This design comes from an exercise in tuning for small area, a short achievable clock period and few clock cycles per item on the open sky130 flow, not from production work.
Function was checked by simulation only, so behaviour that the tests miss may differ from the original.
Power figures rest on the tool's default switching activity, not on a simulated workload.

Design rs_decoder_16_8, start of the top module:
module rs_decoder_16_8 (
   input  logic       clk,
   input  logic       rst,
   input  logic       din_val,
   input  logic       din_sop,
   input  logic       din_eop,
   input  logic [7:0] din,
   output logic       symb_out_val,
   output logic [7:0] symb_out_cnt,
   output logic [7:0] symb_corrected
);
==> flow/config.mk <==
export PLATFORM = sky130hd
export DESIGN_NAME = rs_decoder_16_8
export DESIGN_NICKNAME = rs_decoder_16_8
export VERILOG_FILES = /design/flow/design.v
export SDC_FILE = /design/flow/constraint.sdc
export NUM_CORES = 4
export LEC_CHECK = 0
export CAP_MARGIN = 20
export CORE_MARGIN = 2
export CORE_UTILIZATION = 30
export SLEW_MARGIN = 20
==> flow/constraint.sdc <==
create_clock -name core_clock -period 25.0 [get_ports {clk}]
set_input_delay 5.0000 -clock core_clock [delete_from_list [all_inputs] [get_ports {clk}]]
set_output_delay 5.0000 -clock core_clock [all_outputs]
set_load 0.01 [all_outputs]
standard.sh (not shown) runs the stock make flow with config.mk's settings and CLKGATE_MAP_FILE= SYNTH_SCRIPT=/design/flow/synth_recipe.tcl, a recipe that flattens the netlist after the stock synthesis.
==> flow/flow/run.sh <==
#!/bin/bash
# Standard layout, except that the port buffers are resized after placement:
# the standard flow leaves slow delay cells there, which set the period.
set -euo pipefail
bash standard.sh synth floorplan place > standard_place.log 2>&1
R=orfs/results/sky130hd/rs_decoder_16_8/base
LIB=$FLOW_HOME/platforms/sky130hd/lib/sky130_fd_sc_hd__tt_025C_1v80.lib \
IN_ODB=$R/3_place.odb OUT_ODB=$R/3_place.odb \
   openroad -no_init -exit flow/io_bufs.tcl > io_bufs.log 2>&1
bash standard.sh finish > standard_finish.log 2>&1
==> flow/flow/io_bufs.tcl <==
# Port buffers: the standard flow leaves slow delay cells on the ports; use buf_4.
read_liberty $::env(LIB)
read_db $::env(IN_ODB)
set n 0
foreach inst [[ord::get_db_block] getInsts] {
  set name [$inst getName]
  set m [[$inst getMaster] getName]
  if {[regexp {^(input|output)[0-9]+$} $name] && [string match "sky130_fd_sc_hd__clkdlybuf*" $m]} {
    replace_cell $name sky130_fd_sc_hd__buf_4
    incr n
  }
}
puts "port buffers resized: $n"
write_db $::env(OUT_ODB)
The baseline finished with timing, DRC and antenna clean.
Testbench counts at the start, summed over its fixed seeds: cycles 17,288, frames 320.
==> next run, changes <==
==> flow/run.sh (new file) <==
#!/bin/bash
# synth_recipe.tcl (not shown) runs the flow's synth.tcl, then flattens the netlist and writes it again
# the make line also repeats each setting of config.mk as NAME=value (left out here)
make -C /OpenROAD-flow-scripts/flow DESIGN_CONFIG=/design/flow/config.mk WORK_HOME=/design/flow/orfs CLKGATE_MAP_FILE= SYNTH_SCRIPT=/design/flow/synth_recipe.tcl finish
removed: flow/flow/run.sh
removed: flow/flow/io_bufs.tcl
removed: flow/standard.sh
After rerunning: Non-clock buffer count does not change; global-route usage is about the same; count of clock-buffer cells in the layout does not change; wire length shrinks slightly; power stays flat; clock skew barely changes; hold slack barely changes; final area stays flat.

========
== lane 1 ==
rs_decoder_16_8, a different RTL version from the one above (not shown whole).
For scale: ~390 flip-flops, about 29000 um2 of cells after synthesis.
export LEC_CHECK = 0
export CAP_MARGIN = 20
export CORE_MARGIN = 2
export CORE_UTILIZATION = 30
export CTS_CLUSTER_DIAMETER = 120
export CTS_CLUSTER_SIZE = 25
export SLEW_MARGIN = 20
create_clock -name core_clock -period 25.0 [get_ports {clk}]
==> flow/flow/run.sh <==
#!/bin/bash
# Standard layout, except that the port buffers are resized after placement:
# the standard flow leaves slow delay cells there, which set the period.
set -euo pipefail
bash standard.sh synth floorplan place > standard_place.log 2>&1
R=orfs/results/sky130hd/rs_decoder_16_8/base
LIB=$FLOW_HOME/platforms/sky130hd/lib/sky130_fd_sc_hd__tt_025C_1v80.lib \
IN_ODB=$R/3_place.odb OUT_ODB=$R/3_place.odb \
   openroad -no_init -exit flow/io_bufs.tcl > io_bufs.log 2>&1
bash standard.sh finish > standard_finish.log 2>&1
==> flow/flow/io_bufs.tcl <==
# Port buffers: the standard flow leaves slow delay cells on the ports; use buf_4.
read_liberty $::env(LIB)
read_db $::env(IN_ODB)
set n 0
foreach inst [[ord::get_db_block] getInsts] {
  set name [$inst getName]
  set m [[$inst getMaster] getName]
  if {[regexp {^(input|output)[0-9]+$} $name] && [string match "sky130_fd_sc_hd__clkdlybuf*" $m]} {
    replace_cell $name sky130_fd_sc_hd__buf_4
    incr n
  }
}
puts "port buffers resized: $n"
write_db $::env(OUT_ODB)
Lane 1 finished end to end and its layout was clean on timing, DRC and antenna.
Testbench counts of lane 1, summed over its fixed seeds: cycles 16,968, frames 320.
Changes in lane 2 relative to lane 1:
Settings: clearing CTS_CLUSTER_DIAMETER, which used to be 120; clearing CTS_CLUSTER_SIZE, which used to be 25; swapping 30 for 50 in CORE_UTILIZATION.
==> summary.txt <==
All of lane 2 and lane 1 finish clean. Changes observed in lane 2 relative to lane 1: wire length of the first global-routing pass climbed 7100 um; sequential share of layout area dropped 0.43 points; share of power burned in registers now smaller. Looking at post-detailed-placement cell area, lane 2 sits 2.1% lower than lane 1 does. Diff lane 1 -> lane 2: routing usage on met3 went up by 2.6 points, fmax went down by 1.7%, maximum vdd drop went up by about 5%, worst hold path cell count was more or less identical, number of flip-flops and latches was more or less identical. Beginning of the critical path = c[3][0]: lane 2; beginning of the critical path = symb_out_cnt[1]: lane 1. As of lane 2, number of vias in the routed layout had risen by a few percent compared to lane 1. Comparing tap cell count for lane 2 and lane 1, the bigger number came from lane 1.
The following lists how lane 3 was set up differently from lane 2:
Settings: swapping 50 for 30 in CORE_UTILIZATION; putting CTS_BUF_LIST at sky130_fd_sc_hd__clkbuf_8 where nothing was set.
[summary]
Lane 3 closes out successfully: all stages finished, all timing, DRC and antenna checks passed.
From lane 3 to lane 2, final antenna-violating net count did not move at all.
Going from lane 2 to lane 3, shortest clock period the worst path allows after layout lost 0.0078 ns, synthesized cell count ~0 delta, number of H-tree branching levels has increased.
Lane 3 against lane 2; overall power after layout is down by a few percent.
What lane 4 does differently from lane 3 at the input level:
Settings: clearing CTS_BUF_LIST, which used to be sky130_fd_sc_hd__clkbuf_8.
Notes after the runs:
Lane 4 ran to completion and came out clean on the timing, design-rule and antenna checks.
Going from lane 3 to lane 4, the cell leakage power was found to have gone down by 0.47%.
Lane 4 -> lane 3: number of buffer and inverter stages on the critical path delta 0, exact match
Diff lane 3 -> lane 4: power share of the clock group higher; sum of routed wire length over all layers lower.
[lane 4] finished layout cell area rose 0.36% relative to lane 3
Reported for lane 3 and lane 4, critical path depth turned out identical to the last digit.

========
rs_decoder_16_8, a different RTL version from the one above (not shown whole).
For scale: about 3,100 cells after synthesis, about 0.029 mm2 of cells after synthesis.
==> flow/config.mk <==
export PLATFORM = sky130hd
export DESIGN_NAME = rs_decoder_16_8
export DESIGN_NICKNAME = rs_decoder_16_8
export VERILOG_FILES = /design/flow/design.v
export SDC_FILE = /design/flow/constraint.sdc
export NUM_CORES = 4
export LEC_CHECK = 0
export CAP_MARGIN = 20
export CORE_MARGIN = 2
export CORE_UTILIZATION = 30
export CTS_CLUSTER_DIAMETER = 100
export CTS_CLUSTER_SIZE = 20
export SLEW_MARGIN = 20
==> flow/constraint.sdc <==
create_clock -name core_clock -period 25.0 [get_ports {clk}]
set_input_delay 5.0000 -clock core_clock [delete_from_list [all_inputs] [get_ports {clk}]]
set_output_delay 5.0000 -clock core_clock [all_outputs]
set_load 0.01 [all_outputs]
==> flow/flow/run.sh <==
#!/bin/bash
# Standard layout with two changes:
#  - the port buffers are resized to buf_4 after placement (the standard flow
#    leaves slow delay cells there, which set the period);
#  - clock tree synthesis without dummy load cells (sink clusters of 20 within
#    100 um, as in config.mk).
set -euo pipefail
bash standard.sh synth floorplan place > standard_place.log 2>&1
R=orfs/results/sky130hd/rs_decoder_16_8/base
LIB=$FLOW_HOME/platforms/sky130hd/lib/sky130_fd_sc_hd__tt_025C_1v80.lib \
IN_ODB=$R/3_place.odb OUT_ODB=$R/3_place.odb \
   openroad -no_init -exit flow/io_bufs.tcl > io_bufs.log 2>&1
export CTS_ARGS="-sink_clustering_enable -repair_clock_nets -sink_clustering_size 20 -sink_clustering_max_diameter 100 -dont_use_dummy_load"
bash standard.sh finish > standard_finish.log 2>&1
Scripts as last shown in full above: flow/flow/io_bufs.tcl
Testbench counts at the start, summed over its fixed seeds: cycles 16,968, frames 320.
Next try:
==> flow/flow/run.sh (replaced) <==
#!/bin/bash
# Standard layout, except that the port buffers are resized after placement:
# the standard flow leaves slow delay cells there, which set the period.
set -euo pipefail
bash standard.sh synth floorplan place > standard_place.log 2>&1
R=orfs/results/sky130hd/rs_decoder_16_8/base
LIB=$FLOW_HOME/platforms/sky130hd/lib/sky130_fd_sc_hd__tt_025C_1v80.lib \
IN_ODB=$R/3_place.odb OUT_ODB=$R/3_place.odb \
   openroad -no_init -exit flow/io_bufs.tcl > io_bufs.log 2>&1
bash standard.sh finish > standard_finish.log 2>&1
Effect: Design area grows by 0.70%. Flip-flop and latch count stays the same. Core utilization grows by 0.23 points. Cell count grows by about 0.5%. Synthesized area is unchanged.

[static timing again, ports no longer ideal]
How much do the figures lean on ideal ports? The routed layouts below were timed once more, with nothing changed but the port constraints.
Step 1: set_driving_cell puts a clkbuf_16 on clk and a buf_2 on each other input, an assumption about the parent block.
Step 2 times the ports against the registers' clock, not the clock port: input delays grow and output delays shrink by t, the midpoint of the rising clock arrivals with the driver on.
Three values: no drivers, after step 1, after step 2; two values: the first two.
run	t, ns	slack for setup (ns)	worst setup path after step 2	latest minus earliest clock arrival (ns)	cell pins on the clock port's net
the first run of note 1	0.655	18.391 / 18.391 / 18.391	register to register	0.052 / 0.053	1
the second run of note 1	0.654	18.329 / 18.329 / 18.279	input to register	0.053 / 0.054	1
lane 1	0.627	18.986 / 18.922 / 18.781	input to register	0.053 / 0.053	1
lane 2	0.653	18.879 / 18.879 / 18.760	input to register	0.032 / 0.032	1
lane 3	0.736	18.887 / 18.829 / 18.772	input to register	0.040 / 0.040	1
lane 4	0.665	18.968 / 18.903 / 18.775	input to register	0.022 / 0.022	1
the first run of note 3	0.637	18.965 / 18.897 / 18.814	input to register	0.060 / 0.060	1
the second run of note 3	0.653	18.969 / 18.902 / 18.794	input to register	0.025 / 0.025	1
After both steps every run listed still meets setup and hold. The setup slack of lane 1, which loses most, moves by -0.064 ns with the drivers and by -0.205 ns with both steps.
